Source: an optimization exercise on an open RTL-to-GDS flow (aim: small area). Production flows keep margins and buffers that such runs may drop. Function was checked by simulation only, so behaviour that the tests miss may differ from the original.

==> inputs of zinc <==
Design perf_mon_top, start of the top module:
module perf_mon_top (
    input  wire logic                                clk,
    input  wire logic                                reset,
    input  wire logic                                awvalid,
    output logic                                     awready,
    input  wire logic [perf_pkg::axil_addr_w-1:0]    awaddr,
    input  wire logic                                wvalid,
    output logic                                     wready,
    input  wire logic [perf_pkg::axil_data_w-1:0]    wdata,
    input  wire logic [perf_pkg::axil_data_w/8-1:0]  wstrb,
    output logic                                     bvalid,
    input  wire logic                                bready,
    output logic [1:0]                               bresp,
    input  wire logic                                arvalid,
    output logic                                     arready,
    input  wire logic [perf_pkg::axil_addr_w-1:0]    araddr,
    output logic                                     rvalid,
    input  wire logic                                rready,
    output logic [perf_pkg::axil_data_w-1:0]         rdata,
    output logic [1:0]                               rresp,
    output logic                                     tx_tvalid,
    output logic [perf_pkg::axis_data_w-1:0]         tx_tdata,
    output logic                                     tx_tlast,
    input  wire logic                                tx_tready,
    input  wire logic                                rx_tvalid,
    input  wire logic [perf_pkg::axis_data_w-1:0]    rx_tdata,
    input  wire logic                                rx_tlast,
    output logic                                     rx_tready
);
clock: 6.0 ns
lec_check: 0
cap_margin: 20
core_margin: 2
core_utilization: 40
slew_margin: 20
buffer_ports_args: -buffer_cell sky130_fd_sc_hd__buf_1
cts_args: -sink_clustering_enable -repair_clock_nets -dont_use_dummy_load
standard.sh (not shown) runs the stock make flow with config.mk's settings and CLKGATE_MAP_FILE= SYNTH_SCRIPT=/design/flow/synth_recipe.tcl, a recipe that flattens the netlist after the stock synthesis.
==> flow/flow/run.sh <==
#!/bin/bash
# Own layout flow: the standard ORFS flow, with smaller port buffers and
# a clock tree built without dummy loads.
set -euo pipefail
cat >> config.mk <<'EOC'
export BUFFER_PORTS_ARGS = -buffer_cell sky130_fd_sc_hd__buf_1
export CTS_ARGS = -sink_clustering_enable -repair_clock_nets -dont_use_dummy_load
EOC
bash standard.sh > flow_make.log 2>&1
==> ember (differences from zinc) <==
--- a/flow/design.v
+++ b/flow/design.v
@@ -30,25 +30,37 @@
         run_idle   = 1'b0,
         run_active = 1'b1
     } run_state_e;
 endpackage
 `default_nettype wire
 `default_nettype none
 module perf_inc #(
-    parameter int W = 32
+    parameter int W = 32,
+    parameter int B = 8
 ) (
     input  wire logic [W-1:0] a,
     input  wire logic         ci,
     output logic [W-1:0]      s
 );
-    logic [W:0] c;
-    assign c[0] = ci;
-    for (genvar i = 0; i < W; i++) begin : g_bit
-        assign s[i]   = a[i] ^ c[i];
-        assign c[i+1] = a[i] & c[i];
+    localparam int NB = W / B;
+    logic [NB-1:0] all1;    
+    logic [W:0]    c;
+    for (genvar k = 0; k < NB; k++) begin : g_blk
+        assign all1[k] = &a[k*B +: B];
+        if (k == 0) begin : g_first
+            assign c[0] = ci;
+        end else begin : g_next
+            assign c[k*B] = ci && (&all1[k-1:0]);
+        end
+        for (genvar i = k*B; i < k*B + B; i++) begin : g_bit
+            assign s[i] = a[i] ^ c[i];
+            if (i + 1 < k*B + B) begin : g_carry
+                assign c[i+1] = a[i] & c[i];
+            end
+        end
     end
 endmodule
 `default_nettype wire
 `default_nettype none
 module axis_buf (
     input  wire logic                              clk,
     input  wire logic                              reset,
@@ -187,39 +199,40 @@
     assign ar_hs = arvalid && arready;
     assign wr_go = (aw_held || aw_hs) && (w_held || w_hs);
     assign aw_sel  = (awaddr[perf_pkg::axil_addr_w-1:6] != '0 || awaddr[5:4] != 2'b00 || awaddr[3:2] == 2'b11)
                      ? 2'd3 : awaddr[3:2];
     assign wr_sel  = aw_held ? aw_sel_q : aw_sel;
     assign wr_data = w_held ? data_q : wdata;
     assign wr_strb = w_held ? w_strb_q : wstrb;
-    assign rd_in_map = (araddr[perf_pkg::axil_addr_w-1:6] == '0) && (araddr[5:2] <= 4'd10);
-    always_comb begin
-        case (araddr[5:2])
-            4'd1:    rd_val = beat_num;
-            4'd2:    rd_val = pkt_num;
-            4'd3:    rd_val = {{(perf_pkg::axil_data_w-2){1'b0}}, rx_busy, tx_busy};
-            4'd4:    rd_val = tx_cycles;
-            4'd5:    rd_val = tx_beats;
-            4'd6:    rd_val = tx_pkts;
-            4'd7:    rd_val = rx_cycles;
-            4'd8:    rd_val = rx_beats;
-            4'd9:    rd_val = rx_errs;
-            4'd10:   rd_val = rx_pkts;
-            default: rd_val = '0;
-        endcase
+    logic [10:1] rd_sel;
+    logic        ar_hi_zero;
+    assign ar_hi_zero = (araddr[perf_pkg::axil_addr_w-1:6] == '0);
+    assign rd_in_map  = ar_hi_zero && (araddr[5:2] <= 4'd10);
+    for (genvar k = 1; k <= 10; k++) begin : g_rd_sel
+        assign rd_sel[k] = ar_hi_zero && (araddr[5:2] == 4'(k));
     end
+    assign rd_val = ({perf_pkg::axil_data_w{rd_sel[1]}}  & beat_num)
+                  | ({perf_pkg::axil_data_w{rd_sel[2]}}  & pkt_num)
+                  | {{(perf_pkg::axil_data_w-2){1'b0}}, rd_sel[3] && rx_busy, rd_sel[3] && tx_busy}
+                  | ({perf_pkg::axil_data_w{rd_sel[4]}}  & tx_cycles)
+                  | ({perf_pkg::axil_data_w{rd_sel[5]}}  & tx_beats)
+                  | ({perf_pkg::axil_data_w{rd_sel[6]}}  & tx_pkts)
+                  | ({perf_pkg::axil_data_w{rd_sel[7]}}  & rx_cycles)
+                  | ({perf_pkg::axil_data_w{rd_sel[8]}}  & rx_beats)
+                  | ({perf_pkg::axil_data_w{rd_sel[9]}}  & rx_errs)
+                  | ({perf_pkg::axil_data_w{rd_sel[10]}} & rx_pkts);
     always_ff @(posedge clk) begin
         if (w_hs && !wr_go)
             w_strb_q <= wstrb;
         if (aw_hs && !wr_go)
             aw_sel_q <= aw_sel;
         if (w_hs && !wr_go)
             data_q <= wdata;
         else if (ar_hs)
-            data_q <= rd_in_map ? rd_val : '0;
+            data_q <= rd_val;
         if (wr_go)
             resp_err <= (wr_sel == 2'd3);
         else if (ar_hs)
             resp_err <= !rd_in_map;
     end
     always_ff @(posedge clk) begin
         if (reset) begin
@@ -275,43 +288,40 @@
     output logic                                   tx_busy,
     output logic [perf_pkg::cnt_w-1:0]             tx_cycles,
     output logic [perf_pkg::cnt_w-1:0]             tx_beats,
     output logic [perf_pkg::cnt_w-1:0]             tx_pkts
 );
     logic                       active;
     logic [perf_pkg::cnt_w-1:0] pkt_idx;    
-    logic [perf_pkg::cnt_w-1:0] beat_idx;
+    logic [perf_pkg::cnt_w-1:0] beat_p1;    
     logic                       first_seen;
     logic                       hs;
     logic                       clr;
     logic                       cyc_en;
     logic [perf_pkg::cnt_w-1:0] pkt_inc;
     logic [perf_pkg::cnt_w-1:0] beat_inc;
     logic [perf_pkg::cnt_w-1:0] cycles_inc;
     logic [perf_pkg::cnt_w-1:0] beats_inc;
     assign clr    = reset || start;
     assign hs     = active && gen_tready;
     assign cyc_en = active && (hs || first_seen);
-    perf_inc u_pkt_inc    (.a(pkt_idx),   .ci(1'b1),   .s(pkt_inc));
-    perf_inc u_beat_inc   (.a(beat_idx),  .ci(hs),     .s(beat_inc));
+    perf_inc u_pkt_inc    (.a(pkt_idx),   .ci(hs && gen_tlast), .s(pkt_inc));
+    perf_inc u_beat_inc   (.a(beat_p1),   .ci(hs),     .s(beat_inc));
     perf_inc u_cycles_inc (.a(tx_cycles), .ci(cyc_en), .s(cycles_inc));
     perf_inc u_beats_inc  (.a(tx_beats),  .ci(hs),     .s(beats_inc));
     assign gen_tvalid = active;
-    assign gen_tlast  = (beat_inc == beat_num);
+    assign gen_tlast  = (beat_p1 == beat_num);
     assign gen_teor   = gen_tlast && (pkt_inc == pkt_num);
     assign tx_busy    = active;
     assign tx_pkts    = pkt_idx;
     always_ff @(posedge clk) begin
         tx_cycles <= clr ? '0 : cycles_inc;
         tx_beats  <= clr ? '0 : beats_inc;
-        beat_idx  <= (clr || (hs && gen_tlast)) ? '0 : beat_inc;
-        if (clr)
-            pkt_idx <= '0;
-        else if (hs && gen_tlast)
-            pkt_idx <= pkt_inc;
+        beat_p1   <= (clr || (hs && gen_tlast)) ? perf_pkg::cnt_w'(1) : beat_inc;
+        pkt_idx   <= clr ? '0 : pkt_inc;
     end
     always_ff @(posedge clk) begin
         if (clr) begin
             active     <= !reset && start && beat_num != '0 && pkt_num != '0;
             first_seen <= 1'b0;
         end else if (hs) begin
             first_seen <= 1'b1;
@@ -335,61 +345,61 @@
     output logic [perf_pkg::cnt_w-1:0]             rx_cycles,
     output logic [perf_pkg::cnt_w-1:0]             rx_beats,
     output logic [perf_pkg::cnt_w-1:0]             rx_errs,
     output logic [perf_pkg::cnt_w-1:0]             rx_pkts
 );
     logic                       active;
     logic [perf_pkg::cnt_w-1:0] exp_pkt;
-    logic [perf_pkg::cnt_w-1:0] exp_beat;
+    logic [perf_pkg::cnt_w-1:0] exp_bp1;      
     logic [perf_pkg::cnt_w-1:0] exp_pkt_d;
-    logic [perf_pkg::cnt_w-1:0] exp_beat_d;
+    logic [perf_pkg::cnt_w-1:0] exp_bp1_d;
+    logic [perf_pkg::cnt_w-1:0] rx_beat_p1;
     logic                       exp_last;
     logic                       first_seen;
     logic                       chk_valid;
     logic                       chk_tlast;
     logic                       data_mis;
     logic                       beat;
     logic                       clr;
     logic                       cyc_en;
     logic                       err_en;
     logic                       pkt_en;
-    logic [perf_pkg::cnt_w-1:0] exp_beat_inc;
+    logic [perf_pkg::cnt_w-1:0] exp_bp1_inc;
     logic [perf_pkg::cnt_w-1:0] exp_pkt_inc;
     logic [perf_pkg::cnt_w-1:0] cycles_inc;
     logic [perf_pkg::cnt_w-1:0] beats_inc;
     logic [perf_pkg::cnt_w-1:0] errs_inc;
     logic [perf_pkg::cnt_w-1:0] pkts_inc;
     assign clr    = reset || start;
     assign beat   = chk_valid && active;
     assign cyc_en = active && (chk_valid || first_seen);
     assign err_en = beat && (data_mis || (chk_tlast != exp_last));
     assign pkt_en = beat && chk_tlast;
-    perf_inc u_exp_beat_inc (.a(exp_beat),  .ci(beat),   .s(exp_beat_inc));
+    perf_inc u_exp_bp1_inc  (.a(exp_bp1),   .ci(beat),   .s(exp_bp1_inc));
+    perf_inc u_rx_beat_inc  (.a(rx_tdata[perf_pkg::cnt_w-1:0]), .ci(1'b1), .s(rx_beat_p1));
     perf_inc u_exp_pkt_inc  (.a(exp_pkt),   .ci(beat && exp_last), .s(exp_pkt_inc));
     perf_inc u_cycles_inc   (.a(rx_cycles), .ci(cyc_en), .s(cycles_inc));
     perf_inc u_beats_inc    (.a(rx_beats),  .ci(beat),   .s(beats_inc));
     perf_inc u_errs_inc     (.a(rx_errs),   .ci(err_en), .s(errs_inc));
-    perf_inc u_pkts_inc     (.a(rx_pkts),   .ci(1'b1),   .s(pkts_inc));
+    perf_inc u_pkts_inc     (.a(rx_pkts),   .ci(pkt_en), .s(pkts_inc));
     assign rx_busy    = active;
-    assign exp_last   = (exp_beat_inc == beat_num);
+    assign exp_last   = (exp_bp1 == beat_num);
     assign exp_pkt_d  = clr ? '0 : exp_pkt_inc;
-    assign exp_beat_d = (clr || (beat && exp_last)) ? '0 : exp_beat_inc;
+    assign exp_bp1_d  = (clr || (beat && exp_last)) ? perf_pkg::cnt_w'(1) : exp_bp1_inc;
     always_ff @(posedge clk) begin
         exp_pkt   <= exp_pkt_d;
-        exp_beat  <= exp_beat_d;
+        exp_bp1   <= exp_bp1_d;
         chk_valid <= rx_tvalid && !reset;
         chk_tlast <= rx_tlast;
-        data_mis  <= (rx_tdata != {exp_pkt_d, exp_beat_d});
+        data_mis  <= (rx_tdata[perf_pkg::axis_data_w-1:perf_pkg::cnt_w] != exp_pkt_d)
+                  || (rx_beat_p1 != exp_bp1_d);
         rx_cycles <= clr ? '0 : cycles_inc;
         rx_beats  <= clr ? '0 : beats_inc;
         rx_errs   <= clr ? '0 : errs_inc;
-        if (clr)
-            rx_pkts <= '0;
-        else if (pkt_en)
-            rx_pkts <= pkts_inc;
+        rx_pkts   <= clr ? '0 : pkts_inc;
     end
     always_ff @(posedge clk) begin
         if (clr) begin
             active     <= !reset && start && beat_num != '0 && pkt_num != '0;
             first_seen <= 1'b0;
         end else if (beat) begin
             first_seen <= 1'b1;
==> xenon (differences from zinc) <==
==> flow/run.sh (new file) <==
#!/bin/bash
# synth_recipe.tcl (not shown) runs the flow's synth.tcl, then flattens the netlist and writes it again
# the make line also repeats each setting of config.mk as NAME=value (left out here)
make -C /OpenROAD-flow-scripts/flow DESIGN_CONFIG=/design/flow/config.mk WORK_HOME=/design/flow/orfs CLKGATE_MAP_FILE= SYNTH_SCRIPT=/design/flow/synth_recipe.tcl finish
==> flow/config.mk (replaced) <==
export PLATFORM = sky130hd
export DESIGN_NAME = perf_mon_top
export DESIGN_NICKNAME = perf_mon_top
export VERILOG_FILES = /design/flow/design.v
export SDC_FILE = /design/flow/constraint.sdc
export NUM_CORES = 4
export LEC_CHECK = 0
export CAP_MARGIN = 20
export CORE_MARGIN = 2
export CORE_UTILIZATION = 40
export SLEW_MARGIN = 20
removed: flow/flow/run.sh
removed: flow/standard.sh
==> flow_summary.json <==
{
  "violations": "setup timing",
  "power_density_nw_per_um2": 226,
  "multi_input_area_share": 0.536,
  "cp_slowest_cell": "edfxtp_1",
  "status": "complete, but fails checks",
  "syn_to_final_growth_pct": 36.4,
  "grt_pass1_vias": 22444,
  "fillers": 5829,
  "setup_viol": 207,
  "r2r_start": "u_chk.active",
  "drt_pass1_iterations": 6,
  "finalNetCount": 3585,
  "setup_slack_ps": -6180
}
# the run above: zinc

==> flow_summary.json <==
{
  "cp_slowest_cell": "edfxtp_1",
  "r2r_start": "u_chk.active",
  "setup_viol": 210,
  "grt_pass1_vias": 22494,
  "status": "complete, but fails checks",
  "violations": "setup timing",
  "multi_input_area_share": 0.506,
  "fillers": 5432,
  "setup_slack_ps": -6230
}
# the run above: xenon

==> flow_summary.json <==
{
  "status": "finished clean",
  "cp_slowest_cell": "or4_1",
  "power_density_nw_per_um2": 254,
  "setup_viol": 0,
  "grt_pass1_vias": 22227,
  "setup_slack_ps": 475,
  "fillers": 6682,
  "multi_input_area_share": 0.500,
  "r2r_start": "u_regs.beat_num[7]",
  "pg_clk_uw": 3120,
  "finalNetCount": 3577
}
# the run above: ember

-- re-timing with driven ports --
The results above use ideal ports. As a check the final layouts listed here were re-extracted and re-timed, cells and wires unchanged. Step 1 sets driving cells, clkbuf_16 on the clock port and buf_2 on the other inputs (assumed; they add their load-dependent delay and slew). Step 2 adds t to the input delays and takes it off the output delays; t is the mean of the earliest and latest rising clock arrival at the registers after step 1. Input paths then give back, and output paths get back, about the clock's delay inside the block. Three values: ideal, step 1, step 2; two values: the first two.
| run | shift t [ns] | setup WS [ns] | worst setup path at the end | cell pins on the clock port's net |
|---|---|---|---|---|
| zinc | 0.671 | -6.185 / -6.185 / -6.185 | register to register | 1 |
| ember | 0.667 | 0.475 / 0.475 / 0.354 | input to register | 1 |
| xenon | 0.686 | -6.229 / -6.229 / -6.229 | register to register | 1 |
The setup slack of ember, which loses most, moves by 0.000 ns with the drivers and by -0.121 ns with both steps.
